This is an optimization exercise on Yosys and OpenROAD, whose aim is small area and a short achievable clock period, not a production implementation.
In this exercise RTL edits were held to simulation tests only and were not proved equivalent to the original.

<file path="design/flow/config.mk">
export PLATFORM = sky130hd
export DESIGN_NAME = squeeze_top
export DESIGN_NICKNAME = squeeze_top
export VERILOG_FILES = /design/flow/design.v
export SDC_FILE = /design/flow/constraint.sdc
export NUM_CORES = 4
export LEC_CHECK = 0
export CAP_MARGIN = 20
export CORE_MARGIN = 2
export CORE_UTILIZATION = 40
export SLEW_MARGIN = 20
</file>
<file path="design/flow/constraint.sdc">
create_clock -name core_clock -period 7.5 [get_ports {clk}]
set_input_delay 1.5000 -clock core_clock [delete_from_list [all_inputs] [get_ports {clk}]]
set_output_delay 1.5000 -clock core_clock [all_outputs]
set_load 0.01 [all_outputs]
</file>
<file path="design/flow/design.v">
`timescale 1ns/10ps
package squeeze_pkg;
	localparam int CHAN_AW = (8 > 1) ? $clog2(8) : 1;
	typedef logic signed [16-1:0]   pix_t;
	typedef logic signed [2*16-1:0] acc_t;
	typedef logic [CHAN_AW-1:0]             chan_addr_t;
	function automatic pix_t weight_of(input int lane, input int chan);
		int raw;
		logic signed [16-1:0] w;
		raw = ((lane * 7 + chan * 3 + 2) % 13) - 6;
		w = raw * 1024;
		weight_of = w;
	endfunction
	function automatic acc_t bias_of(input int lane);
		int raw;
		logic signed [2*16-1:0] b;
		raw = ((lane * 5 + 1) % 7) - 3;
		b = raw * 4 * (1 << 14);
		bias_of = b;
	endfunction
endpackage
`timescale 1ns/10ps
module coef_rom (
	input  logic                                  clk,
	input  logic                                  arst_n,
	input  squeeze_pkg::chan_addr_t               addr,
	output logic [4*16-1:0]      weights,
	output logic [4*2*16-1:0]    biases
);
	logic [16-1:0] w_tab [4*8];
	genvar l, c;
	generate
		for (l = 0; l < 4; l++) begin : g_lane
			for (c = 0; c < 8; c++) begin : g_chan
				assign w_tab[l*8 + c] = squeeze_pkg::weight_of(l, c);
			end
			assign biases[l*2*16 +: 2*16] = squeeze_pkg::bias_of(l);
		end
	endgenerate
	always_ff @(posedge clk or negedge arst_n) begin
		if (!arst_n) begin
			weights <= '0;
		end else begin
			for (int i = 0; i < 4; i++) begin
				weights[i*16 +: 16] <= w_tab[i*8 + addr];
			end
		end
	end
endmodule
`timescale 1ns/10ps
module mac_lane (
	input  logic              clk,
	input  logic              arst_n,
	input  logic              clr,
	input  logic              lane_en,
	input  squeeze_pkg::pix_t pix,
	input  squeeze_pkg::pix_t weight,
	output squeeze_pkg::acc_t sum
);
	squeeze_pkg::acc_t prod;
	assign prod = pix * weight;
	always_ff @(posedge clk or negedge arst_n) begin
		if (!arst_n) begin
			sum <= '0;
		end else if (clr) begin
			if (lane_en) begin
				sum <= prod;
			end else begin
				sum <= '0;
			end
		end else if (lane_en) begin
			sum <= sum + prod;
		end
	end
endmodule
`timescale 1ns/10ps
module requant (
	input  logic                               clk,
	input  logic                               arst_n,
	input  logic                               clr,
	input  logic [4*2*16-1:0] sums,
	input  logic [4*2*16-1:0] biases,
	output logic [4*16-1:0]   ofm,
	output logic                               sample
);
	logic [4*16-1:0] q;
	genvar i;
	generate
		for (i = 0; i < 4; i++) begin : g_rq
			logic [2*16-1:0] biased;
			assign biased = sums[i*2*16 +: 2*16]
				+ biases[i*2*16 +: 2*16];
			assign q[i*16 +: 16] = biased[2*16-1] ? '0 :
				{1'b0, biased[14+16-2:14]};
		end
	endgenerate
	always_ff @(posedge clk or negedge arst_n) begin
		if (!arst_n) begin
			ofm <= '0;
		end else if (clr) begin
			ofm <= q;
		end
	end
	always_ff @(posedge clk or negedge arst_n) begin
		if (!arst_n) begin
			sample <= 1'b0;
		end else begin
			sample <= clr;
		end
	end
endmodule
`timescale 1ns/10ps
module squeeze_ctrl (
	input  logic       clk,
	input  logic       arst_n,
	input  logic       en,
	input  squeeze_pkg::pix_t       ifm,
	input  logic       ram_feedback,
	output squeeze_pkg::pix_t       pix_d,
	output logic       lane_en,
	output squeeze_pkg::chan_addr_t addr,
	output logic       clr,
	output logic       finish
);
	localparam int NPIX   = 3 * 3;
	localparam int PIX_CW = $clog2(NPIX + 1);
	localparam squeeze_pkg::chan_addr_t LAST_CHAN = 8 - 1;
	logic en_d1;
	squeeze_pkg::pix_t pix_d1;
	logic wrap;
	logic last_chan;
	logic [PIX_CW-1:0] pix_cnt;
	logic              layer_end;
	logic              fb_seen;
	always_ff @(posedge clk or negedge arst_n) begin
		if (!arst_n) begin
			en_d1   <= 1'b0;
			lane_en <= 1'b0;
		end else begin
			en_d1   <= en;
			lane_en <= en_d1;
		end
	end
	always_ff @(posedge clk or negedge arst_n) begin
		if (!arst_n) begin
			pix_d1 <= '0;
			pix_d  <= '0;
		end else begin
			pix_d1 <= ifm;
			pix_d  <= pix_d1;
		end
	end
	assign last_chan = en_d1 && (addr == LAST_CHAN);
	always_ff @(posedge clk or negedge arst_n) begin
		if (!arst_n) begin
			addr <= '0;
		end else if (last_chan) begin
			addr <= '0;
		end else if (en_d1) begin
			addr <= addr + 1'b1;
		end
	end
	always_ff @(posedge clk or negedge arst_n) begin
		if (!arst_n) begin
			wrap <= 1'b0;
			clr  <= 1'b0;
		end else begin
			wrap <= last_chan;
			clr  <= wrap;
		end
	end
	always_ff @(posedge clk or negedge arst_n) begin
		if (!arst_n) begin
			pix_cnt   <= '0;
			layer_end <= 1'b0;
		end else if (clr && !layer_end) begin
			pix_cnt <= pix_cnt + 1'b1;
			if (pix_cnt == NPIX - 1) begin
				layer_end <= 1'b1;
			end
		end
	end
	always_ff @(posedge clk or negedge arst_n) begin
		if (!arst_n) begin
			fb_seen <= 1'b0;
		end else if (ram_feedback) begin
			fb_seen <= 1'b1;
		end
	end
	assign finish = layer_end && !fb_seen;
endmodule
`timescale 1ns/10ps
module squeeze_top (
	input  logic                             clk,
	input  logic                             arst_n,
	input  logic                             en,
	input  logic [16-1:0]            ifm,
	input  logic                             ram_feedback,
	output logic [4*16-1:0] ofm,
	output logic                             sample,
	output logic                             finish
);
	squeeze_pkg::pix_t       pix_d;
	logic                    lane_en;
	squeeze_pkg::chan_addr_t addr;
	logic                    clr;
	logic [4*16-1:0]   weights;
	logic [4*2*16-1:0] biases;
	logic [4*2*16-1:0] sums;
	squeeze_ctrl ctrl_i (
		.clk          (clk),
		.arst_n       (arst_n),
		.en           (en),
		.ifm          (ifm),
		.ram_feedback (ram_feedback),
		.pix_d        (pix_d),
		.lane_en      (lane_en),
		.addr         (addr),
		.clr          (clr),
		.finish       (finish)
	);
	coef_rom rom_i (
		.clk     (clk),
		.arst_n  (arst_n),
		.addr    (addr),
		.weights (weights),
		.biases  (biases)
	);
	genvar l;
	generate
		for (l = 0; l < 4; l++) begin : g_mac
			mac_lane mac_i (
				.clk     (clk),
				.arst_n  (arst_n),
				.clr     (clr),
				.lane_en (lane_en),
				.pix     (pix_d),
				.weight  (weights[l*16 +: 16]),
				.sum     (sums[l*2*16 +: 2*16])
			);
		end
	endgenerate
	requant rq_i (
		.clk    (clk),
		.arst_n (arst_n),
		.clr    (clr),
		.sums   (sums),
		.biases (biases),
		.ofm    (ofm),
		.sample (sample)
	);
endmodule
</file>
<file path="design/flow/run.sh">
#!/bin/bash
# synth_recipe.tcl (not shown) runs the flow's synth.tcl, then flattens the netlist and writes it again
# the make line also repeats each setting of config.mk as NAME=value (left out here)
make -C /OpenROAD-flow-scripts/flow DESIGN_CONFIG=/design/flow/config.mk WORK_HOME=/design/flow/orfs CLKGATE_MAP_FILE= SYNTH_SCRIPT=/design/flow/synth_recipe.tcl finish
</file>
==> run summary <==
* Endpoint class of the critical path: register
* Gr usage total at 0.203
* Clock-pin transition on the worst setup and hold timing paths at approximately 0.07 ns
* CP required at 8.01 ns
* Via count at 20200
* Routed Wire Length at 67500 um
* Ranking of synthesized cells by area: dfrtp_1, ha_1, fa_1
* Vert. Die Dim at 262 um
* M1 wire length at 29500 um
* Post-route ant nets at 0
* Max transition margin at 0.260
* Met2 routed WL at roughly 34000 um
* Status: timing/DRC/antenna clean
* Synth unique cells at about 80
* Gp weighted congestion at between 0.9 and 1
* Vias per cell at approximately 5.3
* Mapped Area at 26500 um^2
* # rows at between 90 and 100
* Ys flop type: dfrtp_1
* Top-area cell type share of the netlist area at 0.198
* Final TNS setup at 0 ns
* Fin crit period at roughly 7 ns
* Fin. max-slew vios at 0
* Worst R2R Path Depth at 32
* Achievable Freq at between 0.1 and 0.15 GHz
* Critical Path Fanout Max at 11
* I/O pins at between 80 and 90
* Cells after synthesis at between 2000 and 3000
* Worst-Margin Slew at between 1 and 1.5 ns
* Iteration-0 DRC Markers at ~970
* Slowest cell on crit path: fa_1
* Top Layer Used: met4
* Async SR Flop Fraction at 1.00
* Fill cells at ~6300
* Die W at roughly 260 um
* Area grow syn2layout at 11.3%
* Post-CTS Hold Buffers at 0
* Yosys reg bits at 210
* Share of layout cells above drive strength 1 at 0.0532
* Cell taking the most area after synthesis: dfrtp_1
* # clock sinks at 210
* Synth Area in XOR/XNOR at 0.0656
* Mean Syn Cell Area at approximately 9.3 um^2
* GRT overflow at 0
* 1st-pass router iterations at 5
* Hold_ws at approximately 0.35 ns
* CP Launch Type: register
* Post-synthesis mux area share at 0.00637
* Final Instance Area at around 30000 um^2
* Synth Area in Adders at 0.378
* Pin count of the biggest net entering global routing at roughly 80
* First-pass GRT wire length at roughly 110000 um
* Clock skew at 0.0167 ns
* Worst min path class: reg -> reg
* Antenna violations before repair at 0
* Clk Latency, worst-skew pair at ~0.58 ns
* Dpl cell area at about 28000 um^2
* Setup CP Type: reg -> reg
* CTS H-tree depth at 1
* IO buf count at a little over 80
* Largest family of logic cells by synthesized area: adder cells
* Post-synthesis sequential area ratio at 0.198
* Final setup fails at 0
* CTS tree: built
* Hold Crit Depth at 0
* Final period util at 0.945
* Hold Vio Cnt, Final at 0
* CTS buffer count at 28
* Post-Synth Simple-Gate Area at 0.156
* Yosys warns at 5
* Arrival time worst endpoint at 7.60 ns
* CTS max path bufs at 3
* CTS root buf: clkbuf_16
* Fraction of the mapped netlist area in compound gates at 0.136
* Drt drc at 0
* Initial Utilization at 0.404
* Layout Nets at 3583
* Detail Route met3 WL at approximately 1800 um
* Vias in the first global route at about 21000
* Avg WL per Cell at 17.8 um
* CP max stage delay at between 0.5 and 0.6 ns
* Die Area at ~68000 um^2
* Core area at ~66000 um^2
* Number of flops mapped to enable cells by yosys at 0
* Final HPWL DP at between 50000 and 60000 um
* MaxCap Viol Count at 0
## critical path, delay by kind of cell, from the launching register on
kind	cells	cell delay, ns
multiplexers	1	0.17
AO/OA/AOI/OAI	8	1.66
adder cells (fa/ha/maj)	9	3.22
XOR/XNOR	1	0.18
AND/OR/NAND/NOR	7	0.81
buffers and inverters	6	0.49
flip-flops	1	0.48
## sequential cells by signal (all words and copies together) (netlist names), 3 cells and up
| register | count |
|---|---|
| ctrl_i.addr | 3 |
| ctrl_i.pix_cnt | 4 |
| rom_i.weights | 16 |
| ctrl_i.pix_d | 16 |
| g_mac.mac_i.sum | 88 |
| ctrl_i.pix_d1 | 16 |
| rq_i.ofm | 60 |
## worst paths after layout
path / startpoint / end / slack [ns]
worst max-delay path: ctrl_i.pix_d[4]$_DFF_PN0_ / g_mac[1].mac_i.sum[31]$_DFFE_PN0P_ / 0.41
worst max register to register: ctrl_i.pix_d[4]$_DFF_PN0_ / g_mac[1].mac_i.sum[31]$_DFFE_PN0P_ / 0.41
worst min-delay path: ctrl_i.pix_d1[9]$_DFF_PN0_ / ctrl_i.pix_d[9]$_DFF_PN0_ / 0.35
max in group asynchronous: arst_n / g_mac[1].mac_i.sum[23]$_DFFE_PN0P_ / 5.21
min in group asynchronous: arst_n / rq_i.ofm[58]$_DFFE_PN0P_ / 0.90
worst min register to register: ctrl_i.pix_d1[9]$_DFF_PN0_ / ctrl_i.pix_d[9]$_DFF_PN0_ / 0.35
## through the flow
stage / utilization / std cells / worst slack, ns
floorplan: - / 2862 / 0.745
global placement: 0.432 / 3742 / 0.349
detailed placement: 0.432 / 3742 / 0.125
CTS: 0.447 / 3792 / 0.173
global route: 0.449 / 3795 / -0.0139
finish: 0.449 / 3796 / 0.415
## synthesized netlist by cell type (all sizes together), types with 5 or more instances
library cell  count
a21o             53
and2            267
dfrtp           210
nor2b            19
nand2b           36
a211o             7
o21a             17
or2               6
o21bai           18
ha              403
a22o             11
o2bb2ai          53
nand2           201
o31ai            12
a21oi           136
or3               9
nand3            40
xnor2           132
clkbuf          106
fa              249
inv             304
a211oi           13
nor2            160
a41oi             5
nor3             43
mux2i            12
a31oi            19
and3             14
buf               9
xor2             66
o21ai           141
a22oi            12
nand4             6
o22ai             5
nor4              7
## timing repair
action | 4_1_cts | 5_1_grt
setup endpoints to repair | 0 | 15
hold endpoints to repair | 0 | 0
gates resized for setup | 0 | 27
buffers inserted | 0 | 3
## routing by layer
metal / vias up / GRT usage
met5: - / 0
met3: 120 / 0.0188
li1: 9656 / -
met4: 0 / 0.0612
met2: 317 / 0.364
met1: 10100 / 0.259
## layout make-up
class,count,area [um^2],share of cell area
Multi-Input combinational cell,2233,19800,0.671
Sequential cell,210,5270,0.178
Timing Repair Buffer,134,1220,0.0412
Inverter,304,1150,0.0388
Tap cell,864,1080,0.0366
Clock buffer,38,830,0.0281
Clock inverter,12,183,0.00619
Antenna cell,1,2.50,0.0000848
## layout by cell type (no fill, tap or decap), drive strengths merged, types with 66 or more instances in the layout
cell type	instances
xnor2	132
dfrtp	210
nand2	201
o21ai	141
ha	403
inv	305
a21oi	136
and2	267
nor2	160
clkdlybuf4s50	80
fa	249
xor2	66
## cell families after synthesis
logic type | count (synthesis)
and+or+nand+nor | 818
muxes | 16
DFF | 210
xor gates and xnor gates | 198
adders and majority gates | 652
buffers and inverters | 419
AOI/OAI and AO/OA | 545
other | 1

static timing again, ports no longer ideal:
No port has a modelled driver above. Below, the same layout with a new extraction and two added sets of constraints. Step 1 assumes that a clkbuf_16 drives the clock port and a buf_2 every other input. Step 2 also shifts input and output timing later by t, the mid clock arrival at the registers, as if the neighbouring blocks saw the same clock. Slacks: ideal / step 1 / step 2; pairs: ideal / step 1.
t, ns: 0.636
slack for setup (ns): 0.415 / 0.415 / 0.415
hold slack, ns: 0.346 / 0.346 / 0.346
latest minus earliest clock arrival (ns): 0.021 / 0.022
cell pins on the clock port's net: 1
After both steps setup and hold are still met in this run. The setup slack of this run moves by 0.000 ns with the drivers and by 0.000 ns with both steps.
